Context: an optimization exercise on an open-source flow, tuned for small area. The choices shown serve that exercise and are no tape-out recipe.
The RTL was checked by simulation tests, not by an equivalence proof against the original design.

==> flow/design.v <==
module bm_noise_out #(
   parameter int DEPTH = 8,
   parameter int AW    = 3
) (
   input  logic          clk,
   input  logic          rst_n,
   input  logic          in_valid,
   output logic          in_ready,
   input  logic [16:0]   f,
   input  logic [15:0]   g0,
   input  logic [15:0]   g1,
   output logic          out_valid,
   input  logic          out_ready,
   output logic [15:0]   out_data,
   output logic          out_idx,
   output logic [AW:0]   fifo_level
);
   logic               init_reg;
   logic               s0_valid_reg;
   logic               s1_valid_reg;
   logic               s2_valid_reg;
   logic [AW-1:0]      wr_ptr_reg;
   logic [AW-1:0]      rd_ptr_reg;
   logic [AW:0]        level_reg;
   logic               half_reg;
   logic [16:0]        mem_f  [0:DEPTH-1];
   logic [15:0]        mem_g0 [0:DEPTH-1];
   logic [15:0]        mem_g1 [0:DEPTH-1];
   logic               accept;
   logic               push;
   logic               pop;
   logic [AW+1:0]      occupancy;
   logic [AW-1:0]      mul_slot;
   logic               mul_hi;
   logic [16:0]        mul_f;
   logic [15:0]        mul_g;
   logic [15:0]        mul_x;
   logic [15:0]        out_reg;
   assign occupancy = (AW+2)'(level_reg) + (AW+2)'(s0_valid_reg)
                    + (AW+2)'(s1_valid_reg) + (AW+2)'(s2_valid_reg);
   assign in_ready   = init_reg && (occupancy <= (AW+2)'(DEPTH - 1));
   assign accept     = in_valid && in_ready;
   assign push       = s2_valid_reg;
   assign out_valid  = (level_reg != '0);
   assign pop        = out_valid && out_ready && half_reg;
   assign out_idx    = half_reg;
   assign fifo_level = level_reg;
   assign mul_slot = rd_ptr_reg + AW'(half_reg);
   assign mul_hi   = out_valid && !half_reg;
   assign mul_f    = mem_f[mul_slot];
   assign mul_g    = mul_hi ? mem_g1[mul_slot] : mem_g0[mul_slot];
   bm_mul u_mul (.a(mul_f), .b(mul_g), .x(mul_x));
   assign out_data = out_valid ? out_reg : 16'h0000;
   always_ff @(posedge clk or negedge rst_n) begin
      if (!rst_n) begin
         init_reg     <= 1'b0;
         s0_valid_reg <= 1'b0;
         s1_valid_reg <= 1'b0;
         s2_valid_reg <= 1'b0;
         wr_ptr_reg   <= '0;
         rd_ptr_reg   <= '0;
         level_reg    <= '0;
         half_reg     <= 1'b0;
      end else begin
         init_reg     <= 1'b1;
         s0_valid_reg <= accept;
         s1_valid_reg <= s0_valid_reg;
         s2_valid_reg <= s1_valid_reg;
         if (accept) wr_ptr_reg <= wr_ptr_reg + AW'(1);
         if (pop)    rd_ptr_reg <= rd_ptr_reg + AW'(1);
         level_reg <= level_reg + (AW+1)'(push) - (AW+1)'(pop);
         if (out_valid && out_ready) half_reg <= ~half_reg;
      end
   end
   always_ff @(posedge clk) begin
      if (!out_valid || out_ready) out_reg <= mul_x;
   end
   always_ff @(posedge clk) begin
      if (accept) begin
         mem_f[wr_ptr_reg]  <= f;
         mem_g0[wr_ptr_reg] <= g0;
         mem_g1[wr_ptr_reg] <= g1;
      end
   end
endmodule
module bm_mul (
   input  logic [16:0] a,
   input  logic [15:0] b,
   output logic [15:0] x
);
   logic p1, p2, p3, p4, p5, p6, p7, p8, p9, p10, p11, p12;
   logic p13, p14, p15, p16, p17, p18, p19, p20, p21, p22, p23, p24;
   logic p25, p26, p27, p28, p29, p30, p31, p32, p33, p34, p35, p36;
   logic p37, p38, p39, p40, p41, p42, p43, p44, p45, p46, p47, p48;
   logic p49, p50, p51, p52, p53, p54, p55, p56, p57, p58, p59, p60;
   logic p61, p62, p63, p64, p65, p66, p67, p68, p69, p70, p71, p72;
   logic p73, p74, p75, p76, p77, p78, p79, p80, p81, p82, p83, p84;
   logic p85, p86, p87, p88, p89, p90, p91, p92, p93, p94, p95, p96;
   logic p97, p98, p99, p100, p101, p102, p103, p104, p105, p106, p107, p108;
   logic p109, p110, p111, p112, p113, p114, p115, p116, p117, p118, p119, p120;
   logic p121, p122, p123, p124, p125, p126, p127, p128, p129, p130, p131, p132;
   logic p133, p134, p135, p136, p137, p138, p139, p140, p141, p142, p143, p144;
   logic p145, p146, p147, p148, p149, p150, p151, p152, p153, p154, p155, p156;
   logic p157, p158, p159, p160, p161, p162, p163, p164, p165, p166, p167, p168;
   logic p169, p170, p171, p172, p173, p174, p175, p176, p177, p178, p179, p180;
   logic p181, p182, p183, p184, p185, p186, p187, p188, p189, p190, p191, p192;
   logic p193, p194, p195, p196, p197, p198, p199, p200, p201, p202, p203, p204;
   logic p205, p206, p207, p208, p209, p210, p211, p212, p213, p214, p215, p216;
   logic p217, p218, p219, p220, p221, p222, p223, p224, p225, p226, p227, p228;
   logic p229, p230, p231, p232, p233, p234, p235, p236, p237, p238, p239, p240;
   logic p241, p242, p243, p244, p245, p246, p247, p248, p249, p250, p251, p252;
   logic p253, p254, p255, p256, p257, p258, p259, p260, p261, p262, p263, p264;
   logic p265, p266, p267, p268, p269, p270, p271, p272, s273, c274, s275, c276;
   logic s277, c278, s279, c280, s281, c282, s283, c284, s285, c286, s287, c288;
   logic s289, c290, s291, c292, s293, c294, s295, c296, s297, c298, s299, c300;
   logic s301, c302, s303, c304, s305, c306, s307, c308, s309, c310, s311, c312;
   logic s313, c314, s315, c316, s317, c318, s319, c320, s321, c322, s323, c324;
   logic s325, c326, s327, c328, s329, c330, s331, c332, s333, c334, s335, c336;
   logic s337, c338, s339, c340, s341, c342, s343, c344, s345, c346, s347, c348;
   logic s349, c350, s351, c352, s353, c354, s355, c356, s357, c358, s359, c360;
   logic s361, c362, s363, c364, s365, c366, s367, c368, s369, c370, s371, c372;
   logic s373, c374, s375, c376, s377, c378, s379, c380, s381, c382, s383, c384;
   logic s385, c386, s387, c388, s389, c390, s391, c392, s393, c394, s395, c396;
   logic s397, c398, s399, c400, s401, c402, s403, c404, s405, c406, s407, c408;
   logic s409, c410, s411, c412, s413, c414, s415, c416, s417, c418, s419, c420;
   logic s421, c422, s423, c424, s425, c426, s427, c428, s429, c430, s431, c432;
   logic s433, c434, s435, c436, s437, c438, s439, c440, s441, c442, s443, c444;
   logic s445, c446, s447, c448, s449, c450, s451, c452, s453, c454, s455, c456;
   logic s457, c458, s459, c460, s461, c462, s463, c464, s465, c466, s467, c468;
   logic s469, c470, s471, c472, s473, c474, s475, c476, s477, c478, s479, c480;
   logic s481, c482, s483, c484, s485, c486, s487, c488, s489, c490, s491, c492;
   logic s493, c494, s495, c496, s497, c498, s499, c500, s501, c502, s503, c504;
   logic s505, c506, s507, c508, s509, c510, s511, c512, s513, c514, s515, c516;
   logic s517, c518, s519, c520, s521, c522, s523, c524, s525, c526, s527, c528;
   logic s529, c530, s531, c532, s533, c534, s535, c536, s537, c538, s539, c540;
   logic s541, c542, s543, c544, s545, c546, s547, c548, s549, c550, s551, c552;
   logic s553, c554, s555, c556, s557, c558, s559, c560, s561, c562, s563, c564;
   logic s565, c566, s567, c568, s569, c570, s571, c572, s573, c574, s575, c576;
   logic s577, c578, s579, c580, s581, c582, s583, c584, s585, c586, s587, c588;
   logic s589, c590, s591, c592, s593, c594, s595, c596, s597, c598, s599, c600;
   logic s601, c602, s603, c604, s605, c606, s607, c608, s609, c610, s611, c612;
   logic s613, c614, s615, c616, s617, c618, s619, c620, s621, c622, s623, c624;
   logic s625, c626, s627, c628, s629, c630, s631, c632, s633, c634, s635, c636;
   logic s637, c638, s639, c640, s641, c642, s643, c644, s645, c646, s647, c648;
   logic s649, c650, s651, c652, s653, c654, s655, c656, s657, c658, s659, c660;
   logic s661, c662, s663, c664, s665, c666, s667, c668, s669, c670, s671, c672;
   logic s673, c674, s675, c676, s677, c678, s679, c680, s681, c682, s683, c684;
   logic s685, c686, s687, c688, s689, c690, s691, c692, s693, c694, s695, c696;
   logic s697, c698, s699, c700, s701, c702, s703, c704, s705, c706, s707, c708;
   logic s709, c710, s711, c712, s713, c714, s715, c716, s717, c718, s719, c720;
   logic s721, c722;
   assign p1 = ~(a[0] & b[0]);
   assign p2 = ~(a[0] & b[1]);
   assign p3 = ~(a[0] & b[2]);
   assign p4 = ~(a[0] & b[3]);
   assign p5 = ~(a[0] & b[4]);
   assign p6 = ~(a[0] & b[5]);
   assign p7 = ~(a[0] & b[6]);
   assign p8 = ~(a[0] & b[7]);
   assign p9 = ~(a[0] & b[8]);
   assign p10 = ~(a[0] & b[9]);
   assign p11 = ~(a[0] & b[10]);
   assign p12 = ~(a[0] & b[11]);
   assign p13 = ~(a[0] & b[12]);
   assign p14 = ~(a[0] & b[13]);
   assign p15 = ~(a[0] & b[14]);
   assign p16 = a[0] & b[15];
   assign p17 = ~(a[1] & b[0]);
   assign p18 = ~(a[1] & b[1]);
   assign p19 = ~(a[1] & b[2]);
   assign p20 = ~(a[1] & b[3]);
   assign p21 = ~(a[1] & b[4]);
   assign p22 = ~(a[1] & b[5]);
   assign p23 = ~(a[1] & b[6]);
   assign p24 = ~(a[1] & b[7]);
   assign p25 = ~(a[1] & b[8]);
   assign p26 = ~(a[1] & b[9]);
   assign p27 = ~(a[1] & b[10]);
   assign p28 = ~(a[1] & b[11]);
   assign p29 = ~(a[1] & b[12]);
   assign p30 = ~(a[1] & b[13]);
   assign p31 = ~(a[1] & b[14]);
   assign p32 = a[1] & b[15];
   assign p33 = ~(a[2] & b[0]);
   assign p34 = ~(a[2] & b[1]);
   assign p35 = ~(a[2] & b[2]);
   assign p36 = ~(a[2] & b[3]);
   assign p37 = ~(a[2] & b[4]);
   assign p38 = ~(a[2] & b[5]);
   assign p39 = ~(a[2] & b[6]);
   assign p40 = ~(a[2] & b[7]);
   assign p41 = ~(a[2] & b[8]);
   assign p42 = ~(a[2] & b[9]);
   assign p43 = ~(a[2] & b[10]);
   assign p44 = ~(a[2] & b[11]);
   assign p45 = ~(a[2] & b[12]);
   assign p46 = ~(a[2] & b[13]);
   assign p47 = ~(a[2] & b[14]);
   assign p48 = a[2] & b[15];
   assign p49 = ~(a[3] & b[0]);
   assign p50 = ~(a[3] & b[1]);
   assign p51 = ~(a[3] & b[2]);
   assign p52 = ~(a[3] & b[3]);
   assign p53 = ~(a[3] & b[4]);
   assign p54 = ~(a[3] & b[5]);
   assign p55 = ~(a[3] & b[6]);
   assign p56 = ~(a[3] & b[7]);
   assign p57 = ~(a[3] & b[8]);
   assign p58 = ~(a[3] & b[9]);
   assign p59 = ~(a[3] & b[10]);
   assign p60 = ~(a[3] & b[11]);
   assign p61 = ~(a[3] & b[12]);
   assign p62 = ~(a[3] & b[13]);
   assign p63 = ~(a[3] & b[14]);
   assign p64 = a[3] & b[15];
   assign p65 = ~(a[4] & b[0]);
   assign p66 = ~(a[4] & b[1]);
   assign p67 = ~(a[4] & b[2]);
   assign p68 = ~(a[4] & b[3]);
   assign p69 = ~(a[4] & b[4]);
   assign p70 = ~(a[4] & b[5]);
   assign p71 = ~(a[4] & b[6]);
   assign p72 = ~(a[4] & b[7]);
   assign p73 = ~(a[4] & b[8]);
   assign p74 = ~(a[4] & b[9]);
   assign p75 = ~(a[4] & b[10]);
   assign p76 = ~(a[4] & b[11]);
   assign p77 = ~(a[4] & b[12]);
   assign p78 = ~(a[4] & b[13]);
   assign p79 = ~(a[4] & b[14]);
   assign p80 = a[4] & b[15];
   assign p81 = ~(a[5] & b[0]);
   assign p82 = ~(a[5] & b[1]);
   assign p83 = ~(a[5] & b[2]);
   assign p84 = ~(a[5] & b[3]);
   assign p85 = ~(a[5] & b[4]);
   assign p86 = ~(a[5] & b[5]);
   assign p87 = ~(a[5] & b[6]);
   assign p88 = ~(a[5] & b[7]);
   assign p89 = ~(a[5] & b[8]);
   assign p90 = ~(a[5] & b[9]);
   assign p91 = ~(a[5] & b[10]);
   assign p92 = ~(a[5] & b[11]);
   assign p93 = ~(a[5] & b[12]);
   assign p94 = ~(a[5] & b[13]);
   assign p95 = ~(a[5] & b[14]);
   assign p96 = a[5] & b[15];
   assign p97 = ~(a[6] & b[0]);
   assign p98 = ~(a[6] & b[1]);
   assign p99 = ~(a[6] & b[2]);
   assign p100 = ~(a[6] & b[3]);
   assign p101 = ~(a[6] & b[4]);
   assign p102 = ~(a[6] & b[5]);
   assign p103 = ~(a[6] & b[6]);
   assign p104 = ~(a[6] & b[7]);
   assign p105 = ~(a[6] & b[8]);
   assign p106 = ~(a[6] & b[9]);
   assign p107 = ~(a[6] & b[10]);
   assign p108 = ~(a[6] & b[11]);
   assign p109 = ~(a[6] & b[12]);
   assign p110 = ~(a[6] & b[13]);
   assign p111 = ~(a[6] & b[14]);
   assign p112 = a[6] & b[15];
   assign p113 = ~(a[7] & b[0]);
   assign p114 = ~(a[7] & b[1]);
   assign p115 = ~(a[7] & b[2]);
   assign p116 = ~(a[7] & b[3]);
   assign p117 = ~(a[7] & b[4]);
   assign p118 = ~(a[7] & b[5]);
   assign p119 = ~(a[7] & b[6]);
   assign p120 = ~(a[7] & b[7]);
   assign p121 = ~(a[7] & b[8]);
   assign p122 = ~(a[7] & b[9]);
   assign p123 = ~(a[7] & b[10]);
   assign p124 = ~(a[7] & b[11]);
   assign p125 = ~(a[7] & b[12]);
   assign p126 = ~(a[7] & b[13]);
   assign p127 = ~(a[7] & b[14]);
   assign p128 = a[7] & b[15];
   assign p129 = ~(a[8] & b[0]);
   assign p130 = ~(a[8] & b[1]);
   assign p131 = ~(a[8] & b[2]);
   assign p132 = ~(a[8] & b[3]);
   assign p133 = ~(a[8] & b[4]);
   assign p134 = ~(a[8] & b[5]);
   assign p135 = ~(a[8] & b[6]);
   assign p136 = ~(a[8] & b[7]);
   assign p137 = ~(a[8] & b[8]);
   assign p138 = ~(a[8] & b[9]);
   assign p139 = ~(a[8] & b[10]);
   assign p140 = ~(a[8] & b[11]);
   assign p141 = ~(a[8] & b[12]);
   assign p142 = ~(a[8] & b[13]);
   assign p143 = ~(a[8] & b[14]);
   assign p144 = a[8] & b[15];
   assign p145 = ~(a[9] & b[0]);
   assign p146 = ~(a[9] & b[1]);
   assign p147 = ~(a[9] & b[2]);
   assign p148 = ~(a[9] & b[3]);
   assign p149 = ~(a[9] & b[4]);
   assign p150 = ~(a[9] & b[5]);
   assign p151 = ~(a[9] & b[6]);
   assign p152 = ~(a[9] & b[7]);
   assign p153 = ~(a[9] & b[8]);
   assign p154 = ~(a[9] & b[9]);
   assign p155 = ~(a[9] & b[10]);
   assign p156 = ~(a[9] & b[11]);
   assign p157 = ~(a[9] & b[12]);
   assign p158 = ~(a[9] & b[13]);
   assign p159 = ~(a[9] & b[14]);
   assign p160 = a[9] & b[15];
   assign p161 = ~(a[10] & b[0]);
   assign p162 = ~(a[10] & b[1]);
   assign p163 = ~(a[10] & b[2]);
   assign p164 = ~(a[10] & b[3]);
   assign p165 = ~(a[10] & b[4]);
   assign p166 = ~(a[10] & b[5]);
   assign p167 = ~(a[10] & b[6]);
   assign p168 = ~(a[10] & b[7]);
   assign p169 = ~(a[10] & b[8]);
   assign p170 = ~(a[10] & b[9]);
   assign p171 = ~(a[10] & b[10]);
   assign p172 = ~(a[10] & b[11]);
   assign p173 = ~(a[10] & b[12]);
   assign p174 = ~(a[10] & b[13]);
   assign p175 = ~(a[10] & b[14]);
   assign p176 = a[10] & b[15];
   assign p177 = ~(a[11] & b[0]);
   assign p178 = ~(a[11] & b[1]);
   assign p179 = ~(a[11] & b[2]);
   assign p180 = ~(a[11] & b[3]);
   assign p181 = ~(a[11] & b[4]);
   assign p182 = ~(a[11] & b[5]);
   assign p183 = ~(a[11] & b[6]);
   assign p184 = ~(a[11] & b[7]);
   assign p185 = ~(a[11] & b[8]);
   assign p186 = ~(a[11] & b[9]);
   assign p187 = ~(a[11] & b[10]);
   assign p188 = ~(a[11] & b[11]);
   assign p189 = ~(a[11] & b[12]);
   assign p190 = ~(a[11] & b[13]);
   assign p191 = ~(a[11] & b[14]);
   assign p192 = a[11] & b[15];
   assign p193 = ~(a[12] & b[0]);
   assign p194 = ~(a[12] & b[1]);
   assign p195 = ~(a[12] & b[2]);
   assign p196 = ~(a[12] & b[3]);
   assign p197 = ~(a[12] & b[4]);
   assign p198 = ~(a[12] & b[5]);
   assign p199 = ~(a[12] & b[6]);
   assign p200 = ~(a[12] & b[7]);
   assign p201 = ~(a[12] & b[8]);
   assign p202 = ~(a[12] & b[9]);
   assign p203 = ~(a[12] & b[10]);
   assign p204 = ~(a[12] & b[11]);
   assign p205 = ~(a[12] & b[12]);
   assign p206 = ~(a[12] & b[13]);
   assign p207 = ~(a[12] & b[14]);
   assign p208 = a[12] & b[15];
   assign p209 = ~(a[13] & b[0]);
   assign p210 = ~(a[13] & b[1]);
   assign p211 = ~(a[13] & b[2]);
   assign p212 = ~(a[13] & b[3]);
   assign p213 = ~(a[13] & b[4]);
   assign p214 = ~(a[13] & b[5]);
   assign p215 = ~(a[13] & b[6]);
   assign p216 = ~(a[13] & b[7]);
   assign p217 = ~(a[13] & b[8]);
   assign p218 = ~(a[13] & b[9]);
   assign p219 = ~(a[13] & b[10]);
   assign p220 = ~(a[13] & b[11]);
   assign p221 = ~(a[13] & b[12]);
   assign p222 = ~(a[13] & b[13]);
   assign p223 = ~(a[13] & b[14]);
   assign p224 = a[13] & b[15];
   assign p225 = ~(a[14] & b[0]);
   assign p226 = ~(a[14] & b[1]);
   assign p227 = ~(a[14] & b[2]);
   assign p228 = ~(a[14] & b[3]);
   assign p229 = ~(a[14] & b[4]);
   assign p230 = ~(a[14] & b[5]);
   assign p231 = ~(a[14] & b[6]);
   assign p232 = ~(a[14] & b[7]);
   assign p233 = ~(a[14] & b[8]);
   assign p234 = ~(a[14] & b[9]);
   assign p235 = ~(a[14] & b[10]);
   assign p236 = ~(a[14] & b[11]);
   assign p237 = ~(a[14] & b[12]);
   assign p238 = ~(a[14] & b[13]);
   assign p239 = ~(a[14] & b[14]);
   assign p240 = a[14] & b[15];
   assign p241 = ~(a[15] & b[0]);
   assign p242 = ~(a[15] & b[1]);
   assign p243 = ~(a[15] & b[2]);
   assign p244 = ~(a[15] & b[3]);
   assign p245 = ~(a[15] & b[4]);
   assign p246 = ~(a[15] & b[5]);
   assign p247 = ~(a[15] & b[6]);
   assign p248 = ~(a[15] & b[7]);
   assign p249 = ~(a[15] & b[8]);
   assign p250 = ~(a[15] & b[9]);
   assign p251 = ~(a[15] & b[10]);
   assign p252 = ~(a[15] & b[11]);
   assign p253 = ~(a[15] & b[12]);
   assign p254 = ~(a[15] & b[13]);
   assign p255 = ~(a[15] & b[14]);
   assign p256 = a[15] & b[15];
   assign p257 = ~(a[16] & b[0]);
   assign p258 = ~(a[16] & b[1]);
   assign p259 = ~(a[16] & b[2]);
   assign p260 = ~(a[16] & b[3]);
   assign p261 = ~(a[16] & b[4]);
   assign p262 = ~(a[16] & b[5]);
   assign p263 = ~(a[16] & b[6]);
   assign p264 = ~(a[16] & b[7]);
   assign p265 = ~(a[16] & b[8]);
   assign p266 = ~(a[16] & b[9]);
   assign p267 = ~(a[16] & b[10]);
   assign p268 = ~(a[16] & b[11]);
   assign p269 = ~(a[16] & b[12]);
   assign p270 = ~(a[16] & b[13]);
   assign p271 = ~(a[16] & b[14]);
   assign p272 = a[16] & b[15];
   assign s273 = ~(p14 ^ p29);
   assign c274 = p14 | p29;
   assign {c276, s275} = {1'b0, p15} + {1'b0, p30} + {1'b0, p45};
   assign s277 = ~(p60 ^ p75);
   assign c278 = p60 | p75;
   assign s279 = p16 ^ p31;
   assign c280 = p16 & p31;
   assign {c282, s281} = {1'b0, p46} + {1'b0, p61} + {1'b0, p76};
   assign {c284, s283} = {1'b0, p91} + {1'b0, p106} + {1'b0, p121};
   assign s285 = p32 ^ p47;
   assign c286 = p32 & p47;
   assign {c288, s287} = {1'b0, p62} + {1'b0, p77} + {1'b0, p92};
   assign {c290, s289} = {1'b0, p107} + {1'b0, p122} + {1'b0, p137};
   assign s291 = ~(p152 ^ p167);
   assign c292 = p152 | p167;
   assign {c294, s293} = {1'b0, p48} + {1'b0, p63} + {1'b0, p78};
   assign {c296, s295} = {1'b0, p93} + {1'b0, p108} + {1'b0, p123};
   assign {c298, s297} = {1'b0, p138} + {1'b0, p153} + {1'b0, p168};
   assign {c300, s299} = {1'b0, p64} + {1'b0, p79} + {1'b0, p94};
   assign {c302, s301} = {1'b0, p109} + {1'b0, p124} + {1'b0, p139};
   assign {c304, s303} = {1'b0, p80} + {1'b0, p95} + {1'b0, p110};
   assign s305 = ~(p10 ^ p25);
   assign c306 = p10 | p25;
   assign {c308, s307} = {1'b0, p11} + {1'b0, p26} + {1'b0, p41};
   assign s309 = ~(p56 ^ p71);
   assign c310 = p56 | p71;
   assign {c312, s311} = {1'b0, p12} + {1'b0, p27} + {1'b0, p42};
   assign {c314, s313} = {1'b0, p57} + {1'b0, p72} + {1'b0, p87};
   assign s315 = ~(p102 ^ p117);
   assign c316 = p102 | p117;
   assign {c318, s317} = {1'b0, p13} + {1'b0, p28} + {1'b0, p43};
   assign {c320, s319} = {1'b0, p58} + {1'b0, p73} + {1'b0, p88};
   assign {c322, s321} = {1'b0, p103} + {1'b0, p118} + {1'b0, p133};
   assign s323 = ~(p148 ^ p163);
   assign c324 = p148 | p163;
   assign {c326, s325} = {1'b0, p44} + {1'b0, p59} + {1'b0, p74};
   assign {c328, s327} = {1'b0, p89} + {1'b0, p104} + {1'b0, p119};
   assign {c330, s329} = {1'b0, p134} + {1'b0, p149} + {1'b0, p164};
   assign {c332, s331} = {1'b0, p179} + {1'b0, p194} + {1'b0, p209};
   assign {c334, s333} = {1'b0, p90} + {1'b0, p105} + {1'b0, p120};
   assign {c336, s335} = {1'b0, p135} + {1'b0, p150} + {1'b0, p165};
   assign {c338, s337} = {1'b0, p180} + {1'b0, p195} + {1'b0, p210};
   assign {c340, s339} = {1'b0, p225} + {1'b0, c274} + {1'b0, s275};
   assign {c342, s341} = {1'b0, p136} + {1'b0, p151} + {1'b0, p166};
   assign {c344, s343} = {1'b0, p181} + {1'b0, p196} + {1'b0, p211};
   assign {c346, s345} = {1'b0, p226} + {1'b0, p241} + {1'b0, c276};
   assign {c348, s347} = {1'b0, c278} + {1'b0, s279} + {1'b0, s281};
   assign {c350, s349} = {1'b0, p182} + {1'b0, p197} + {1'b0, p212};
   assign {c352, s351} = {1'b0, p227} + {1'b0, p242} + {1'b0, p257};
   assign {c354, s353} = {1'b0, c280} + {1'b0, c282} + {1'b0, c284};
   assign {c356, s355} = {1'b0, s285} + {1'b0, s287} + {1'b0, s289};
   assign {c358, s357} = {1'b0, p183} + {1'b0, p198} + {1'b0, p213};
   assign {c360, s359} = {1'b0, p228} + {1'b0, p243} + {1'b0, p258};
   assign {c362, s361} = {1'b0, c286} + {1'b0, c288} + {1'b0, c290};
   assign {c364, s363} = {1'b0, c292} + {1'b0, s293} + {1'b0, s295};
   assign {c366, s365} = {1'b0, p154} + {1'b0, p169} + {1'b0, p184};
   assign {c368, s367} = {1'b0, p199} + {1'b0, p214} + {1'b0, p229};
   assign {c370, s369} = {1'b0, p244} + {1'b0, p259} + {1'b0, c294};
   assign {c372, s371} = {1'b0, c296} + {1'b0, c298} + {1'b0, s299};
   assign {c374, s373} = {1'b0, p125} + {1'b0, p140} + {1'b0, p155};
   assign {c376, s375} = {1'b0, p170} + {1'b0, p185} + {1'b0, p200};
   assign {c378, s377} = {1'b0, p215} + {1'b0, p230} + {1'b0, p245};
   assign {c380, s379} = {1'b0, p260} + {1'b0, c300} + {1'b0, c302};
   assign {c382, s381} = {1'b0, p96} + {1'b0, p111} + {1'b0, p126};
   assign {c384, s383} = {1'b0, p141} + {1'b0, p156} + {1'b0, p171};
   assign {c386, s385} = {1'b0, p186} + {1'b0, p201} + {1'b0, p216};
   assign {c388, s387} = {1'b0, p231} + {1'b0, p246} + {1'b0, p261};
   assign {c390, s389} = {1'b0, p112} + {1'b0, p127} + {1'b0, p142};
   assign {c392, s391} = {1'b0, p157} + {1'b0, p172} + {1'b0, p187};
   assign {c394, s393} = {1'b0, p202} + {1'b0, p217} + {1'b0, p232};
   assign {c396, s395} = {1'b0, p128} + {1'b0, p143} + {1'b0, p158};
   assign {c398, s397} = {1'b0, p173} + {1'b0, p188} + {1'b0, p203};
   assign {c400, s399} = {1'b0, p144} + {1'b0, p159} + {1'b0, p174};
   assign s401 = ~(p7 ^ p22);
   assign c402 = p7 | p22;
   assign {c404, s403} = {1'b0, p8} + {1'b0, p23} + {1'b0, p38};
   assign s405 = ~(p53 ^ p68);
   assign c406 = p53 | p68;
   assign {c408, s407} = {1'b0, p9} + {1'b0, p24} + {1'b0, p39};
   assign {c410, s409} = {1'b0, p54} + {1'b0, p69} + {1'b0, p84};
   assign s411 = ~(p99 ^ p114);
   assign c412 = p99 | p114;
   assign {c414, s413} = {1'b0, p40} + {1'b0, p55} + {1'b0, p70};
   assign {c416, s415} = {1'b0, p85} + {1'b0, p100} + {1'b0, p115};
   assign {c418, s417} = {1'b0, p130} + {1'b0, p145} + {1'b0, s305};
   assign {c420, s419} = {1'b0, p86} + {1'b0, p101} + {1'b0, p116};
   assign {c422, s421} = {1'b0, p131} + {1'b0, p146} + {1'b0, p161};
   assign {c424, s423} = {1'b0, c306} + {1'b0, s307} + {1'b0, s309};
   assign {c426, s425} = {1'b0, p132} + {1'b0, p147} + {1'b0, p162};
   assign {c428, s427} = {1'b0, p177} + {1'b0, c308} + {1'b0, c310};
   assign {c430, s429} = {1'b0, s311} + {1'b0, s313} + {1'b0, s315};
   assign {c432, s431} = {1'b0, p178} + {1'b0, p193} + {1'b0, c312};
   assign {c434, s433} = {1'b0, c314} + {1'b0, c316} + {1'b0, s317};
   assign {c436, s435} = {1'b0, s319} + {1'b0, s321} + {1'b0, s323};
   assign {c438, s437} = {1'b0, c318} + {1'b0, c320} + {1'b0, c322};
   assign {c440, s439} = {1'b0, c324} + {1'b0, s325} + {1'b0, s327};
   assign {c442, s441} = {1'b0, s329} + {1'b0, s331} + {1'b0, s273};
   assign {c444, s443} = {1'b0, c326} + {1'b0, c328} + {1'b0, c330};
   assign {c446, s445} = {1'b0, c332} + {1'b0, s333} + {1'b0, s335};
   assign {c448, s447} = {1'b0, s337} + {1'b0, s277} + {1'b0, s339};
   assign {c450, s449} = {1'b0, c334} + {1'b0, c336} + {1'b0, c338};
   assign {c452, s451} = {1'b0, s341} + {1'b0, s343} + {1'b0, s283};
   assign {c454, s453} = {1'b0, c340} + {1'b0, s345} + {1'b0, s347};
   assign {c456, s455} = {1'b0, c342} + {1'b0, c344} + {1'b0, s349};
   assign {c458, s457} = {1'b0, s351} + {1'b0, s291} + {1'b0, c346};
   assign {c460, s459} = {1'b0, c348} + {1'b0, s353} + {1'b0, s355};
   assign {c462, s461} = {1'b0, c350} + {1'b0, c352} + {1'b0, s357};
   assign {c464, s463} = {1'b0, s359} + {1'b0, s297} + {1'b0, c354};
   assign {c466, s465} = {1'b0, c356} + {1'b0, s361} + {1'b0, s363};
   assign {c468, s467} = {1'b0, c358} + {1'b0, c360} + {1'b0, s365};
   assign {c470, s469} = {1'b0, s367} + {1'b0, s301} + {1'b0, c362};
   assign {c472, s471} = {1'b0, c364} + {1'b0, s369} + {1'b0, s371};
   assign {c474, s473} = {1'b0, c366} + {1'b0, c368} + {1'b0, s373};
   assign {c476, s475} = {1'b0, s375} + {1'b0, s377} + {1'b0, s303};
   assign {c478, s477} = {1'b0, c370} + {1'b0, c372} + {1'b0, s379};
   assign {c480, s479} = {1'b0, c374} + {1'b0, c376} + {1'b0, c378};
   assign {c482, s481} = {1'b0, c304} + {1'b0, s381} + {1'b0, s383};
   assign {c484, s483} = {1'b0, s385} + {1'b0, s387} + {1'b0, c380};
   assign {c486, s485} = {1'b0, p247} + {1'b0, p262} + {1'b0, c382};
   assign {c488, s487} = {1'b0, c384} + {1'b0, c386} + {1'b0, c388};
   assign {c490, s489} = {1'b0, s389} + {1'b0, s391} + {1'b0, s393};
   assign {c492, s491} = {1'b0, p218} + {1'b0, p233} + {1'b0, p248};
   assign {c494, s493} = {1'b0, p263} + {1'b0, c390} + {1'b0, c392};
   assign {c496, s495} = {1'b0, c394} + {1'b0, s395} + {1'b0, s397};
   assign {c498, s497} = {1'b0, p189} + {1'b0, p204} + {1'b0, p219};
   assign {c500, s499} = {1'b0, p234} + {1'b0, p249} + {1'b0, p264};
   assign {c502, s501} = {1'b0, c396} + {1'b0, c398} + {1'b0, s399};
   assign {c504, s503} = {1'b0, p160} + {1'b0, p175} + {1'b0, p190};
   assign {c506, s505} = {1'b0, p205} + {1'b0, p220} + {1'b0, p235};
   assign {c508, s507} = {1'b0, p250} + {1'b0, p265} + {1'b0, c400};
   assign {c510, s509} = {1'b0, p176} + {1'b0, p191} + {1'b0, p206};
   assign {c512, s511} = {1'b0, p221} + {1'b0, p236} + {1'b0, p251};
   assign {c514, s513} = {1'b0, p192} + {1'b0, p207} + {1'b0, p222};
   assign s515 = ~(p5 ^ p20);
   assign c516 = p5 | p20;
   assign {c518, s517} = {1'b0, p6} + {1'b0, p21} + {1'b0, p36};
   assign s519 = ~(p51 ^ p66);
   assign c520 = p51 | p66;
   assign {c522, s521} = {1'b0, p37} + {1'b0, p52} + {1'b0, p67};
   assign {c524, s523} = {1'b0, p82} + {1'b0, p97} + {1'b0, s401};
   assign {c526, s525} = {1'b0, p83} + {1'b0, p98} + {1'b0, p113};
   assign {c528, s527} = {1'b0, c402} + {1'b0, s403} + {1'b0, s405};
   assign {c530, s529} = {1'b0, p129} + {1'b0, c404} + {1'b0, c406};
   assign {c532, s531} = {1'b0, s407} + {1'b0, s409} + {1'b0, s411};
   assign {c534, s533} = {1'b0, c408} + {1'b0, c410} + {1'b0, c412};
   assign {c536, s535} = {1'b0, s413} + {1'b0, s415} + {1'b0, s417};
   assign {c538, s537} = {1'b0, c414} + {1'b0, c416} + {1'b0, s419};
   assign {c540, s539} = {1'b0, s421} + {1'b0, c418} + {1'b0, s423};
   assign {c542, s541} = {1'b0, c420} + {1'b0, c422} + {1'b0, s425};
   assign {c544, s543} = {1'b0, c424} + {1'b0, s427} + {1'b0, s429};
   assign {c546, s545} = {1'b0, c426} + {1'b0, c428} + {1'b0, c430};
   assign {c548, s547} = {1'b0, s431} + {1'b0, s433} + {1'b0, s435};
   assign {c550, s549} = {1'b0, c432} + {1'b0, c434} + {1'b0, c436};
   assign {c552, s551} = {1'b0, s437} + {1'b0, s439} + {1'b0, s441};
   assign {c554, s553} = {1'b0, c438} + {1'b0, c440} + {1'b0, c442};
   assign {c556, s555} = {1'b0, s443} + {1'b0, s445} + {1'b0, s447};
   assign {c558, s557} = {1'b0, c444} + {1'b0, c446} + {1'b0, s449};
   assign {c560, s559} = {1'b0, s451} + {1'b0, c448} + {1'b0, s453};
   assign {c562, s561} = {1'b0, c450} + {1'b0, c452} + {1'b0, s455};
   assign {c564, s563} = {1'b0, s457} + {1'b0, c454} + {1'b0, s459};
   assign {c566, s565} = {1'b0, c456} + {1'b0, s461} + {1'b0, c458};
   assign {c568, s567} = {1'b0, s463} + {1'b0, c460} + {1'b0, s465};
   assign {c570, s569} = {1'b0, c462} + {1'b0, s467} + {1'b0, c464};
   assign {c572, s571} = {1'b0, s469} + {1'b0, c466} + {1'b0, s471};
   assign {c574, s573} = {1'b0, c468} + {1'b0, s473} + {1'b0, s475};
   assign {c576, s575} = {1'b0, c470} + {1'b0, c472} + {1'b0, s477};
   assign {c578, s577} = {1'b0, c474} + {1'b0, c476} + {1'b0, s479};
   assign {c580, s579} = {1'b0, s481} + {1'b0, c478} + {1'b0, s483};
   assign {c582, s581} = {1'b0, c480} + {1'b0, c482} + {1'b0, s485};
   assign {c584, s583} = {1'b0, s487} + {1'b0, s489} + {1'b0, c484};
   assign {c586, s585} = {1'b0, s491} + {1'b0, c486} + {1'b0, c488};
   assign {c588, s587} = {1'b0, c490} + {1'b0, s493} + {1'b0, s495};
   assign {c590, s589} = {1'b0, c492} + {1'b0, s497} + {1'b0, s499};
   assign {c592, s591} = {1'b0, c494} + {1'b0, c496} + {1'b0, s501};
   assign {c594, s593} = {1'b0, c498} + {1'b0, c500} + {1'b0, s503};
   assign {c596, s595} = {1'b0, s505} + {1'b0, c502} + {1'b0, s507};
   assign {c598, s597} = {1'b0, p266} + {1'b0, c504} + {1'b0, c506};
   assign {c600, s599} = {1'b0, s509} + {1'b0, s511} + {1'b0, c508};
   assign {c602, s601} = {1'b0, p237} + {1'b0, p252} + {1'b0, p267};
   assign {c604, s603} = {1'b0, c510} + {1'b0, c512} + {1'b0, s513};
   assign {c606, s605} = {1'b0, p208} + {1'b0, p223} + {1'b0, p238};
   assign {c608, s607} = {1'b0, p253} + {1'b0, p268} + {1'b0, c514};
   assign {c610, s609} = {1'b0, p224} + {1'b0, p239} + {1'b0, p254};
   assign s611 = ~(p4 ^ p19);
   assign c612 = p4 | p19;
   assign {c614, s613} = {1'b0, p35} + {1'b0, p50} + {1'b0, p65};
   assign {c616, s615} = {1'b0, p81} + {1'b0, c516} + {1'b0, s517};
   assign {c618, s617} = {1'b0, c518} + {1'b0, c520} + {1'b0, s521};
   assign {c620, s619} = {1'b0, c522} + {1'b0, s525} + {1'b0, c524};
   assign {c622, s621} = {1'b0, c526} + {1'b0, c528} + {1'b0, s529};
   assign {c624, s623} = {1'b0, c530} + {1'b0, c532} + {1'b0, s533};
   assign {c626, s625} = {1'b0, c534} + {1'b0, s537} + {1'b0, c536};
   assign {c628, s627} = {1'b0, c538} + {1'b0, s541} + {1'b0, c540};
   assign {c630, s629} = {1'b0, c542} + {1'b0, c544} + {1'b0, s545};
   assign {c632, s631} = {1'b0, c546} + {1'b0, c548} + {1'b0, s549};
   assign {c634, s633} = {1'b0, c550} + {1'b0, c552} + {1'b0, s553};
   assign {c636, s635} = {1'b0, c554} + {1'b0, s557} + {1'b0, c556};
   assign {c638, s637} = {1'b0, c558} + {1'b0, s561} + {1'b0, c560};
   assign {c640, s639} = {1'b0, c562} + {1'b0, s565} + {1'b0, c564};
   assign {c642, s641} = {1'b0, c566} + {1'b0, s569} + {1'b0, c568};
   assign {c644, s643} = {1'b0, s573} + {1'b0, c570} + {1'b0, c572};
   assign {c646, s645} = {1'b0, c574} + {1'b0, s577} + {1'b0, c576};
   assign {c648, s647} = {1'b0, c578} + {1'b0, s581} + {1'b0, s583};
   assign {c650, s649} = {1'b0, c582} + {1'b0, s585} + {1'b0, s587};
   assign {c652, s651} = {1'b0, s589} + {1'b0, c586} + {1'b0, c588};
   assign {c654, s653} = {1'b0, c590} + {1'b0, s593} + {1'b0, c592};
   assign {c656, s655} = {1'b0, c594} + {1'b0, s597} + {1'b0, c596};
   assign {c658, s657} = {1'b0, s601} + {1'b0, c598} + {1'b0, s603};
   assign {c660, s659} = {1'b0, c602} + {1'b0, s605} + {1'b0, c604};
   assign {c662, s661} = {1'b0, p269} + {1'b0, c606} + {1'b0, s609};
   assign {c664, s663} = {1'b0, p240} + {1'b0, p255} + {1'b0, p270};
   assign s665 = ~(p3 ^ p18);
   assign c666 = p3 | p18;
   assign {c668, s667} = {1'b0, p34} + {1'b0, p49} + {1'b0, s611};
   assign {c670, s669} = {1'b0, c612} + {1'b0, s613} + {1'b0, s515};
   assign {c672, s671} = {1'b0, c614} + {1'b0, s519} + {1'b0, s615};
   assign {c674, s673} = {1'b0, c616} + {1'b0, s617} + {1'b0, s523};
   assign {c676, s675} = {1'b0, c618} + {1'b0, s527} + {1'b0, s619};
   assign {c678, s677} = {1'b0, s531} + {1'b0, c620} + {1'b0, s621};
   assign {c680, s679} = {1'b0, c622} + {1'b0, s623} + {1'b0, s535};
   assign {c682, s681} = {1'b0, c624} + {1'b0, s539} + {1'b0, s625};
   assign {c684, s683} = {1'b0, s543} + {1'b0, c626} + {1'b0, s627};
   assign {c686, s685} = {1'b0, s547} + {1'b0, c628} + {1'b0, s629};
   assign {c688, s687} = {1'b0, s551} + {1'b0, c630} + {1'b0, s631};
   assign {c690, s689} = {1'b0, c632} + {1'b0, s633} + {1'b0, s555};
   assign {c692, s691} = {1'b0, c634} + {1'b0, s559} + {1'b0, s635};
   assign {c694, s693} = {1'b0, s563} + {1'b0, c636} + {1'b0, s637};
   assign {c696, s695} = {1'b0, s567} + {1'b0, c638} + {1'b0, s639};
   assign {c698, s697} = {1'b0, s571} + {1'b0, c640} + {1'b0, s641};
   assign {c700, s699} = {1'b0, s575} + {1'b0, c642} + {1'b0, s643};
   assign {c702, s701} = {1'b0, s579} + {1'b0, c644} + {1'b0, s645};
   assign {c704, s703} = {1'b0, c580} + {1'b0, c646} + {1'b0, s647};
   assign {c706, s705} = {1'b0, c584} + {1'b0, s649} + {1'b0, c648};
   assign {c708, s707} = {1'b0, s591} + {1'b0, c650} + {1'b0, s651};
   assign {c710, s709} = {1'b0, s595} + {1'b0, c652} + {1'b0, s653};
   assign {c712, s711} = {1'b0, s599} + {1'b0, c654} + {1'b0, s655};
   assign {c714, s713} = {1'b0, c600} + {1'b0, s657} + {1'b0, c656};
   assign {c716, s715} = {1'b0, s607} + {1'b0, c658} + {1'b0, s659};
   assign {c718, s717} = {1'b0, c608} + {1'b0, s661} + {1'b0, c660};
   assign {c720, s719} = {1'b0, c610} + {1'b0, s663} + {1'b0, c662};
   assign {c722, s721} = {1'b0, p256} + {1'b0, p271} + {1'b0, c664};
   logic [32:0] ra, rb, sum;
   assign ra = {1'b0, c722, c720, c718, c716, c714, c712, c710, c708, c706, c704, c702, c700, c698, c696, c694, c692, c690, c688, c686, c684, c682, c680, c678, c676, c674, c672, c670, c668, c666, s665, p2, p1};
   assign rb = {1'b1, p272, s721, s719, s717, s715, s713, s711, s709, s707, s705, s703, s701, s699, s697, s695, s693, s691, s689, s687, s685, s683, s681, s679, s677, s675, s673, s671, s669, s667, p33, p17, 1'b1};
   assign sum = ra + rb + 33'd1;
   assign x = ~sum[32:17];
endmodule
==> flow/run.sh <==
#!/bin/bash
# synth_recipe.tcl (not shown) runs the flow's synth.tcl, then flattens the netlist and writes it again
# the make line also repeats each setting of config.mk as NAME=value (left out here)
make -C /OpenROAD-flow-scripts/flow DESIGN_CONFIG=/design/flow/config.mk WORK_HOME=/design/flow/orfs CLKGATE_MAP_FILE= SYNTH_SCRIPT=/design/flow/synth_recipe.tcl finish
==> flow/config.mk <==
export PLATFORM = sky130hd
export DESIGN_NAME = bm_noise_out
export DESIGN_NICKNAME = bm_noise_out
export VERILOG_FILES = /design/flow/design.v
export SDC_FILE = /design/flow/constraint.sdc
export NUM_CORES = 4
export LEC_CHECK = 0
export CAP_MARGIN = 20
export CORE_MARGIN = 2
export CORE_UTILIZATION = 40
export CTS_BUF_LIST = sky130_fd_sc_hd__clkbuf_8
export CTS_CLUSTER_DIAMETER = 60
export CTS_CLUSTER_SIZE = 18
export SLEW_MARGIN = 20
==> flow/constraint.sdc <==
create_clock -name core_clock -period 8.0 [get_ports {clk}]
set_input_delay 1.6000 -clock core_clock [delete_from_list [all_inputs] [get_ports {clk}]]
set_output_delay 1.6000 -clock core_clock [all_outputs]
set_load 0.01 [all_outputs]
==> impl_metrics.json, run 1 <==
{
  "status": "complete, no violations",
  "final.min_clock_period_ps": 7757,
  "synthArstFlopShare_pct": 3.546,
  "numCtsBuffers": 31,
  "yosys.area.top_type": "edfxtp_1",
  "dp_hpwl_um": 36510,
  "syn-num-nets": 1878,
  "die_h_um": 246.0,
  "ys_top_cells_by_area": "edfxtp_1 (52%), fa_1 (18%), mux4_2 (9.5%)",
  "worstPathCellList": "ha_4 -> ha_4 -> buf_4 -> buf_6 -> mux4_2 -> mux2i_2 -> nor2_1 -> fa_1 -> fa_1 -> fa_1 -> fa_1 -> fa_1 -> fa_1 -> inv_1 -> ha_1 -> and3_1 -> nand4_1 -> or4_4 -> a31oi_2 -> nor3_1 -> a311oi_2 -> buf_4 -> nor4b_1 -> a211oi_1",
  "num_io_pins": 76,
  "fp.dieW_um": 246.0,
  "final_nets": 2008,
  "grt_setup_unrepaired": "yes",
  "fillers": 5022,
  "grt_pass1_vias": 14340,
  "layoutNonFillerInstCount": 2469,
  "path_buf_inv": 4,
  "hold_viol": 0,
  "largest_reg_flops": 136,
  "first_pass_iters": 5,
  "clock_skew_ps": 38.22,
  "setup-tns-final_ps": 0,
  "ys_seq_area_share_pct": 53.89,
  "drt-initial-drc-count": 984,
  "die-area_mm2": 0.06053,
  "ys.warnings.count": 1,
  "cts_root_buffer": "clkbuf_8",
  "syn_to_final_growth_pct": 12.94,
  "clock_latency_ps": 670,
  "met3_usage_pct": 3.072,
  "synth_cell_types": 55,
  "diodes": 0,
  "drcViolationCount": 0,
  "synth_edf_count": 408,
  "crit_path_end_kind": "flop",
  "io_buffers": 75,
  "clock-sinks": 423,
  "viasPerCell": 5.333,
  "syn_area_mm2": 0.02343,
  "clock.fmax_ghz": 0.1289,
  "antenna_found_initial": 2,
  "arrival_ps": 8220,
  "use_met2_pct": 31.03,
  "routed_wl_um": 54500,
  "cts_tree": "yes",
  "grt_usage_pct": 18.35,
  "synth_seq_cells": 423,
  "busiest_layer": "met2",
  "syn_avg_cell_area_um2": 15.07,
  "finalSetupViolCount": 0,
  "start_kind": "flop",
  "ant_nets": 0,
  "overflow": 0,
  "top_regs": "mem_f x136, mem_g0 x128, mem_g1 x128",
  "worstHoldPathType": "reg2reg",
  "synth_top_area_share_pct": 52.29,
  "worst_slew_pin_slew_ps": 922.5,
  "placed_cells": 2405,
  "wl_per_cell_um": 22.07,
  "rows": 88,
  "drive_above_1_share_pct": 17.14,
  "cpPeakStageDelay_ps": 570,
  "timing.max_cap.violations": 0,
  "finalCritPeriodShare_pct": 96.96,
  "path_max_fanout": 16,
  "critPathSlowestCell": "or4_4",
  "grt_first_pass_wirelength_um": 84520,
  "grt_max_degree": 50,
  "crit_family": "adder cells",
  "htreeDepth": 1,
  "routed-via-count": 13170,
  "fp.coreArea_mm2": 0.05781,
  "cp.required_ps": 8460,
  "dominantRegCellSynth": "edfxtp_1",
  "place_congestion": 0.8562,
  "slew_headroom_pct": 38.50,
  "worst-setup-path-type": "reg2reg",
  "cp_common_cell": "fa_1",
  "cts_buffer_depth": 3,
  "postSynthCellCount": 1555,
  "use_met1_pct": 24.72,
  "slew_viol_final": 0,
  "clkTransAtPathRegs_ps": 110,
  "initial_core_util_pct": 40.54,
  "max_flop_register": "mem_f"
}
==> cells in the mapped netlist (4+ instances only) <==
cell / instances
mux2i_1: 18
nand3_1: 34
nor2_1: 253
edfxtp_1: 408
fa_1: 212
dfrtp_1: 15
or2_2: 26
and3_1: 6
a21o_1: 13
buf_1: 9
nor3_1: 7
a31oi_1: 4
nand2_1: 90
nor2b_1: 19
ha_1: 58
xor2_1: 9
clkbuf_1: 49
mux4_2: 99
inv_1: 112
buf_2: 10
o21ai_0: 13
nand2b_1: 13
xnor2_1: 13
a21oi_1: 20
==> cells in the final DEF (no fill, tap or decap), types with 3 or more instances in the layout <==
cell type,instances
nor3_1,4
o21bai_1,3
xnor2_1,12
a21oi_1,20
edfxtp_1,408
nand3_1,34
a31oi_1,3
o21ai_0,13
mux2i_1,16
o21a_1,3
xor2_1,8
nand4_1,3
inv_8,4
nor2_1,247
fa_1,212
clkbuf_8,31
and3_1,6
nand2_2,5
a21o_1,13
or2_2,26
nand2b_1,13
nor2b_1,18
buf_12,9
nand2_1,85
nor3_2,3
dfrtp_1,14
clkdlybuf4s50_1,75
ha_1,56
inv_1,120
buf_4,79
nor2_4,6
buf_6,3
mux4_2,99
==> layout make-up <==
| type | instances | area [um2] | area share [%] |
|---|---|---|---|
| Tap cell | 765 | 957.2 | 3.617 |
| Clock buffer | 31 | 426.7 | 1.612 |
| Multi-Input combinational cell | 951 | 10280 | 38.83 |
| Inverter | 112 | 420.4 | 1.589 |
| Sequential cell | 423 | 12630 | 47.72 |
| Timing Repair Buffer | 166 | 1558 | 5.886 |
| Clock inverter | 21 | 198.9 | 0.7517 |
==> metrics by stage <==
stage | utilization (%) | hold slack [ps] | area [um2] | setup WS, ps
after CTS | 45.46 | 420.6 | 26280 | 10.37
after global placement | 44.37 | 385.2 | 25650 | 79.97
after floorplan | - | 372.1 | 23500 | 5.424
final | 45.78 | 415.5 | 26470 | 242.8
after global routing | 45.78 | 432.6 | 26470 | -9.384
after detailed placement | 44.37 | 394.1 | 25650 | 82.47
==> logic make-up after synthesis <==
| family | after synthesis | synth area share, % |
|---|---|---|
| buffers and inverters | 181 | 2.985 |
| flip-flops | 423 | 53.89 |
| adder cells (fa/ha/maj) | 270 | 21.21 |
| XOR/XNOR | 22 | 0.8223 |
| other | 1 | 0.01600 |
| AND/OR/NAND/NOR | 465 | 8.607 |
| AO/OA/AOI/OAI | 74 | 2.093 |
| multiplexers | 119 | 10.38 |
==> worst register-to-register path: cells and delay by family, from the launching register on <==
kind / cells / cell delay, ps
AND/OR/NAND/NOR: 6 / 1150
flip-flops: 1 / 460
AO/OA/AOI/OAI: 3 / 770
adder cells (fa/ha/maj): 9 / 3960
buffers and inverters: 4 / 630
multiplexers: 2 / 590
==> path summary, 6_finish.rpt <==
path / to / depth (start not counted) / startpoint / slack [ps]
worst max-delay path: out_reg[12]$_DFFE_PP_ / 24 / rd_ptr_reg[0]$_DFFE_PN0P_ / 240
worst min-delay path: s2_valid_reg$_DFF_PN0_ / 0 / s1_valid_reg$_DFF_PN0_ / 420
worst max register to register: out_reg[12]$_DFFE_PP_ / 24 / rd_ptr_reg[0]$_DFFE_PN0P_ / 240
worst min register to register: s2_valid_reg$_DFF_PN0_ / 0 / s1_valid_reg$_DFF_PN0_ / 420
max in group asynchronous: rd_ptr_reg[0]$_DFFE_PN0P_ / 1 / rst_n / 6100
min in group asynchronous: half_reg$_DFFE_PN0P_ / 1 / rst_n / 1380
==> per-layer routing <==
metal  routed length (um)  vias up
met3                 3408       63
met5                   30        -
met4                 1169        4
met1                23150     6958
met2                26740      412
li1                     -     5729
==> repair_timing <==
item                       in CTS  in global routing
hold buffers                    0                  0
gates resized for setup         0                 20
buffers inserted                0                 12
setup endpoints to repair       0                 10
==> inputs of run 2 (changes only) <==
--- a/flow/config.mk
+++ b/flow/config.mk
@@ -8,7 +8,7 @@
 export CAP_MARGIN = 20
 export CORE_MARGIN = 2
 export CORE_UTILIZATION = 40
-export CTS_BUF_LIST = sky130_fd_sc_hd__clkbuf_8
-export CTS_CLUSTER_DIAMETER = 60
-export CTS_CLUSTER_SIZE = 18
+export CTS_BUF_LIST = sky130_fd_sc_hd__clkbuf_16
+export CTS_CLUSTER_DIAMETER = 80
+export CTS_CLUSTER_SIZE = 24
 export SLEW_MARGIN = 20
==> run 2 against run 1 <==
  * Routed wire length down 1.0%
  * Register-to-register slack improved by 70 ps
  * Global-route usage down 0.13 points
  * Critical endpoint unchanged
  * Sequential share of layout area shrank 0.14 points
  * Sequential cell count stayed put
  * Critical path depth grew 4
  * Clock skew shrank 9.4 ps
  * Non-clock buffer count shrank 2
  * Worst setup slack better by 75 ps
==> impl_metrics.json, run 2 <==
{
  "drive_above_1_share_pct": 16.35,
  "clock-sinks": 423,
  "crit_family": "adder cells",
  "rows": 88,
  "clkTransAtPathRegs_ps": 100,
  "status": "complete, no violations",
  "multi_input_area_mm2": 0.01027,
  "first_pass_iters": 5,
  "final_cell_mix": "edfxtp_1 (408), nor2_1 (247), fa_1 (212)",
  "cp_common_cell": "fa_1",
  "syn_area_mm2": 0.02343,
  "hold_buffers": 0,
  "slew_headroom_pct": 38.32,
  "worstReg2RegEnd": "out_reg[12]$_DFFE_PP_",
  "hold_viol": 0,
  "critPathSlowestCell": "or4_4",
  "wl_per_cell_um": 21.98,
  "final.min_clock_period_ps": 7682,
  "fp.dieW_um": 246.0,
  "fp.coreArea_mm2": 0.05781,
  "ys.warnings.count": 1,
  "r2r_start": "rd_ptr_reg[0]$_DFFE_PN0P_",
  "syn-num-nets": 1878,
  "worstHoldPathType": "reg2reg",
  "start_kind": "flop",
  "ys_seq_area_share_pct": 53.89,
  "synth_seq_cells": 423,
  "die_h_um": 246.0,
  "grt_usage_pct": 18.22,
  "viasPerCell": 5.348,
  "grt_pass1_vias": 14160,
  "max_flop_register": "mem_f",
  "syn_avg_cell_area_um2": 15.07,
  "numCtsBuffers": 23,
  "place_congestion": 0.8562,
  "ys_top_cells_by_count": "edfxtp_1 (408), nor2_1 (253), fa_1 (212)",
  "setup-tns-final_ps": 0,
  "grt_setup_unrepaired": "no",
  "hold_depth": 0,
  "drt-initial-drc-count": 916,
  "synth_cell_types": 55,
  "largest_reg_flops": 136,
  "grt_first_pass_wirelength_um": 83860,
  "crit_path_end_kind": "flop",
  "overflow": 0,
  "reg2reg_slack_ps": 320,
  "initial_core_util_pct": 40.54,
  "antenna_found_initial": 3,
  "ys_top_cells_by_area": "edfxtp_1 (52%), fa_1 (18%), mux4_2 (9.5%)",
  "fillers": 4993,
  "cp.required_ps": 8360,
  "worst_slew_pin_slew_ps": 925.2,
  "arrival_ps": 8050,
  "synth_top_area_share_pct": 52.29,
  "grt_max_degree": 50,
  "finalSetupViolCount": 0,
  "slew_viol_final": 0,
  "clock_latency_ps": 560,
  "synth_edf_count": 408,
  "worst-setup-path-type": "reg2reg",
  "syn_to_final_growth_pct": 13.27,
  "hp-start": "s1_valid_reg$_DFF_PN0_",
  "die-area_mm2": 0.06053,
  "ant_nets": 0,
  "htreeDepth": 1,
  "layout_commonest_cell": "edfxtp_1",
  "clock.fmax_ghz": 0.1302,
  "timing.max_cap.violations": 0,
  "cpPeakStageDelay_ps": 580,
  "finalCritPeriodShare_pct": 96.03,
  "hold-path-endpoint": "s2_valid_reg$_DFF_PN0_",
  "routed_wl_um": 53940,
  "cts_tree": "yes",
  "dominantRegCellSynth": "edfxtp_1",
  "top_regs": "mem_f x136, mem_g0 x128, mem_g1 x128",
  "synthArstFlopShare_pct": 3.546,
  "place_area_mm2": 0.02565,
  "cts_buffer_depth": 3,
  "routed-via-count": 13120,
  "clock_skew_ps": 28.81,
  "postSynthCellCount": 1555,
  "num_io_pins": 76,
  "path_buf_inv": 6,
  "final_cell_area_mm2": 0.02654,
  "rr_worst_depth": 28,
  "drcViolationCount": 0,
  "seq_area_mm2": 0.01263,
  "dp_hpwl_um": 36510,
  "io_buffers": 75,
  "yosysMostFrequentCell": "edfxtp_1",
  "yosys.area.top_type": "edfxtp_1",
  "path_max_fanout": 7,
  "final_nets": 1998,
  "cts_root_buffer": "clkbuf_16"
}
## run 2: worst max-delay path by stage
stage	from	end	slack [ps]	depth (start not counted)
global route	rd_ptr_reg[0]$_DFFE_PN0P_	out_reg[11]$_DFFE_PP_	30	28
CTS	level_reg[2]$_DFF_PN0_	out_reg[12]$_DFFE_PP_	20	26
detailed placement	level_reg[2]$_DFF_PN0_	out_reg[11]$_DFFE_PP_	80	26
global placement	rd_ptr_reg[0]$_DFFE_PN0P_	out_reg[11]$_DFFE_PP_	80	24
finish	rd_ptr_reg[0]$_DFFE_PN0P_	out_reg[12]$_DFFE_PP_	320	28
floorplan	half_reg$_DFFE_PN0P_	out_reg[7]$_DFFE_PP_	5	28
## run 2: routing by layer
| layer | up-vias | share of wire [%] | global-route usage [%] | wire length [um] |
|---|---|---|---|---|
| li1 | 5713 | - | - | - |
| met4 | 4 | 2.5 | 4.848 | 1358 |
| met3 | 69 | 6.0 | 2.865 | 3217 |
| met5 | - | 0.054 | 0 | 29 |
| met1 | 6959 | 43 | 24.87 | 23140 |
| met2 | 379 | 49 | 30.45 | 26190 |
## run 2: cell type report
type                            instances  share of cell area, %
Clock buffer                           23                  2.168
Clock inverter                         15                 0.5185
Tap cell                              765                  3.606
Sequential cell                       423                  47.58
Timing Repair Buffer                  164                  5.826
Multi-Input combinational cell        951                  38.71
Antenna cell                            1               0.009428
Inverter                              112                  1.584
## run 2: cell families (layout without fill, tap and decap cells)
family | count (synthesis) | after routing | synth area share [%]
XOR/XNOR | 22 | 22 | 0.8223
other | 1 | 2 | 0.01600
multiplexers | 119 | 119 | 10.38
AND/OR/NAND/NOR | 465 | 465 | 8.607
flip-flops | 423 | 423 | 53.89
adder cells (fa/ha/maj) | 270 | 270 | 21.21
AO/OA/AOI/OAI | 74 | 74 | 2.093
buffers and inverters | 181 | 314 | 2.985
## run 2: what timing repair did
| action | CTS | global route |
|---|---|---|
| gates resized for setup | 0 | 20 |
| buffers inserted | 0 | 10 |
| hold endpoints to repair | 0 | 0 |
| setup endpoints to repair | 0 | 10 |
## run 2: stage by stage
stage	hold slack [ps]	setup WS (ps)	util, %	instances
2_1_floorplan	372.1	5.424	-	1555
3_3_place_gp	385.2	79.97	44.37	2405
3_5_place_dp	394.1	82.47	44.37	2405
4_1_cts	420.6	18.68	45.61	2443
5_1_grt	436.0	26.71	45.92	2454
6_report	414.0	317.7	45.92	2454
## run 2: worst register-to-register path: cells and delay by family (launching register included)
| family | cells | cell delay [ps] |
|---|---|---|
| mux | 1 | 270 |
| buf+inv | 6 | 610 |
| simple gates | 8 | 1300 |
| flops | 1 | 450 |
| compound gates | 4 | 950 |
| fa+ha+maj | 9 | 3920 |
==> inputs of run 3 (changes only) <==
==> flow/flow/run.sh (new file) <==
#!/bin/bash
# The standard layout (the standard.sh: standard synthesis, then ORFS
# floorplan to finish), with the port buffers made as the smallest buffer
# cell instead of the resizer's default pick.
set -euo pipefail
export BUFFER_PORTS_ARGS="-buffer_cell sky130_fd_sc_hd__buf_1"
bash standard.sh > standard.log 2>&1
==> flow/standard.sh (new file) <==
#!/bin/bash
# synth_recipe.tcl (not shown) runs the flow's synth.tcl, then flattens the netlist and writes it again
# the make line also repeats each setting of config.mk as NAME=value (left out here)
make -C /OpenROAD-flow-scripts/flow DESIGN_CONFIG=/design/flow/config.mk WORK_HOME=/design/flow/orfs CLKGATE_MAP_FILE= SYNTH_SCRIPT=/design/flow/synth_recipe.tcl "${@:-finish}"
--- a/flow/config.mk
+++ b/flow/config.mk
@@ -8,7 +8,7 @@
 export CAP_MARGIN = 20
 export CORE_MARGIN = 2
 export CORE_UTILIZATION = 40
-export CTS_BUF_LIST = sky130_fd_sc_hd__clkbuf_16
-export CTS_CLUSTER_DIAMETER = 80
-export CTS_CLUSTER_SIZE = 24
+export CTS_BUF_LIST = sky130_fd_sc_hd__clkbuf_8
+export CTS_CLUSTER_DIAMETER = 60
+export CTS_CLUSTER_SIZE = 18
 export SLEW_MARGIN = 20
removed: flow/run.sh
==> run 3 against run 2 <==
  * Global-route usage rose by 0.24 points
  * Clock skew rose by 10 ps
  * Final cell count rose by 0.61%
  * Worst setup slack got worse by 34 ps
  * Critical path depth fell by 4
  * Via count fell by 0.56%
  * Critical path type unchanged
  * Highest routed layer unchanged
==> impl_metrics.json, run 3 <==
{
  "status": "complete, no violations",
  "timing.max_cap.violations": 0,
  "ys.warnings.count": 1,
  "rows": 88,
  "drt-initial-drc-count": 960,
  "routed-via-count": 13050,
  "clock_skew_ps": 39.01,
  "dominantRegCellSynth": "edfxtp_1",
  "ys_top_cells_by_count": "edfxtp_1 (408), nor2_1 (253), fa_1 (212)",
  "ant_nets": 0,
  "wl_per_cell_um": 21.95,
  "seq_area_mm2": 0.01263,
  "syn_to_final_growth_pct": 11.29,
  "overflow": 0,
  "first_pass_iters": 7,
  "synthArstFlopShare_pct": 3.546,
  "drive_above_1_share_pct": 16.98,
  "place_congestion": 0.8349,
  "synthMuxAreaShare_pct": 10.38,
  "start_kind": "flop",
  "syn_avg_cell_area_um2": 15.07,
  "r2r_start": "rd_ptr_reg[0]$_DFFE_PN0P_",
  "finalHoldWorstSlack_ps": 405.9,
  "postSynthCellCount": 1555,
  "slew_viol_final": 0,
  "clkTransAtPathRegs_ps": 110,
  "die-area_mm2": 0.06053,
  "finalCritPeriodShare_pct": 96.45,
  "cts_tree": "yes",
  "initial_core_util_pct": 40.54,
  "hold_viol": 0,
  "worst_slew_pin_slew_ps": 913.0,
  "worstHoldPathType": "reg2reg",
  "viasPerCell": 5.286,
  "layoutNonFillerInstCount": 2469,
  "dp_hpwl_um": 35820,
  "final_nets": 2006,
  "finalSetupViolCount": 0,
  "io_buffers": 75,
  "hold-path-endpoint": "s2_valid_reg$_DFF_PN0_",
  "synth_edf_count": 408,
  "antenna_found_initial": 4,
  "grt_max_degree": 50,
  "numCtsBuffers": 35,
  "grt_first_pass_wirelength_um": 84090,
  "worst-setup-path-type": "reg2reg",
  "synth_seq_cells": 423,
  "cts_buffer_depth": 3,
  "ys_top_cells_by_area": "edfxtp_1 (52%), fa_1 (18%), mux4_2 (9.5%)",
  "max_flop_register": "mem_f",
  "path_max_fanout": 16,
  "arrival_ps": 8070,
  "crit_path_end_kind": "flop",
  "slew_headroom_pct": 39.13,
  "fp.dieW_um": 246.0,
  "multi_input_area_mm2": 0.01026,
  "die_h_um": 246.0,
  "clock.fmax_ghz": 0.1296,
  "yosysMostFrequentCell": "edfxtp_1",
  "synth_cell_types": 55,
  "synth-xor-area-share_pct": 0.8223,
  "synth_top_area_share_pct": 52.29,
  "clock_latency_ps": 630,
  "htreeDepth": 2,
  "drcViolationCount": 0,
  "fillers": 5134,
  "routed_wl_um": 54200,
  "final.min_clock_period_ps": 7716,
  "num_io_pins": 76,
  "synth_compound_area_share_pct": 2.093,
  "final_cell_mix": "edfxtp_1 (408), nor2_1 (247), fa_1 (212)",
  "ys_seq_area_share_pct": 53.89,
  "placed_cells": 2404,
  "hold_depth": 0,
  "synth_fa_ha_area_share_pct": 21.21,
  "top_regs": "mem_f x136, mem_g0 x128, mem_g1 x128",
  "yosys.area.top_type": "edfxtp_1",
  "syn_area_mm2": 0.02343,
  "cp.required_ps": 8360,
  "hp-start": "s1_valid_reg$_DFF_PN0_",
  "cts_root_buffer": "clkbuf_8",
  "synth_top_family_by_area": "adder cells",
  "grt_pass1_vias": 14170,
  "rr_worst_depth": 24,
  "reg2reg_slack_ps": 280,
  "clock-sinks": 423,
  "worstReg2RegEnd": "out_reg[7]$_DFFE_PP_",
  "hold_buffers": 0,
  "grt_usage_pct": 18.46,
  "syn-num-nets": 1878,
  "layout_commonest_cell": "edfxtp_1",
  "largest_reg_flops": 136,
  "yosys.area_share.simple_pct": 8.607,
  "fp.coreArea_mm2": 0.05781
}
run 3: cell counts after synthesis:
Identical to the previous run, type by type.
run 3: layout make-up:
type	count	share of cell area [%]
Antenna cell	2	0.01919
Multi-Input combinational cell	951	39.35
Clock buffer	36	1.900
Timing Repair Buffer	160	4.289
Clock inverter	20	0.7341
Sequential cell	423	48.42
Inverter	112	1.612
Tap cell	765	3.670
run 3: how the worst max path moves through the flow:
stage | start | endpoint | slack [ps] | cells past startpoint
2_1_floorplan | half_reg$_DFFE_PN0P_ | out_reg[7]$_DFFE_PP_ | 5 | 28
3_3_place_gp | rd_ptr_reg[0]$_DFFE_PN0P_ | out_reg[7]$_DFFE_PP_ | 160 | 26
4_1_cts | rd_ptr_reg[0]$_DFFE_PN0P_ | out_reg[7]$_DFFE_PP_ | 80 | 26
5_1_grt | rd_ptr_reg[0]$_DFFE_PN0P_ | out_reg[7]$_DFFE_PP_ | -6 | 25
6_report | rd_ptr_reg[0]$_DFFE_PN0P_ | out_reg[7]$_DFFE_PP_ | 280 | 24
3_5_place_dp | rd_ptr_reg[0]$_DFFE_PN0P_ | out_reg[7]$_DFFE_PP_ | 120 | 26
run 3: critical path, cell delays in order, from the launching register on:
cell and delay, ps:
dfrtp_2 460, ha_4 180, ha_4 380, buf_4 330
mux4_2 550, mux2i_1 150, buf_4 320, nor2_1 100
fa_1 510, fa_1 520, fa_1 560, fa_1 470
fa_1 570, fa_1 560, inv_1 40, ha_1 280
a21o_1 190, a21o_1 200, nor2_1 120, nand2_1 80
nor4_2 270, buf_4 200, o31ai_2 80, a31oi_1 210
xor2_1 80
run 3: cell families (layout without fill, tap and decap cells):
kind of cell    count (synthesis)  after routing
xor+xnor                       22             22
flops                         423            423
buf+inv                       181            328
mux                           119            119
other cells                     1              3
compound gates                 74             74
fa+ha+maj                     270            270
simple gates                  465            465
run 3: layer usage:
| metal | routed length (um) | track usage, % | share of wire, % | up-vias |
|---|---|---|---|---|
| met5 | 30 | 0 | 0.055 | - |
| met4 | 1781 | 6.578 | 3.3 | 4 |
| met3 | 3102 | 3.083 | 5.7 | 102 |
| met2 | 26490 | 30.73 | 49 | 392 |
| met1 | 22790 | 24.50 | 42 | 6818 |
| li1 | - | - | - | 5735 |
run 3: metrics by stage:
step	worst slack (ps)	utilization, %	instance area (um2)	TNS [ps]
floorplan	5.424	-	23500	0
global placement	155.4	43.66	25240	0
detailed placement	117.7	43.66	25240	0
CTS	80.08	44.85	25920	0
global route	-5.527	45.11	26080	-5.527
finish	283.9	45.11	26080	0
run 3: timing repair:
action / 4_1_cts / 5_1_grt
buffers inserted: 0 / 5
gates resized for setup: 0 / 15
endpoints found under the setup margin: 0 / 7

separate check: timing with driven ports:
In the flow no input, the clock included, has a driving cell. The finished layouts below were timed again as built, in two steps.
Step 1: set_driving_cell puts a clkbuf_16 on clk and a buf_2 on each other input, an assumption about the parent block.
Step 2 moves the port delays by t, midway between the first and last clock arrival at a register: inputs arrive t later, outputs are due t later. That takes back most of the time a late clock gives input paths.
a / b / c = ideal ports / drivers / drivers and shift; a / b = the first two.
| run | t (ns) | setup WS [ns] | pins driven straight from the clock port |
|---|---|---|---|
| run 1 | 0.700 | 0.243 / 0.243 / 0.243 | 1 |
| run 2 | 0.601 | 0.318 / 0.318 / 0.318 | 1 |
| run 3 | 0.661 | 0.284 / 0.284 / 0.284 | 1 |
After both steps every run listed still meets setup and hold.
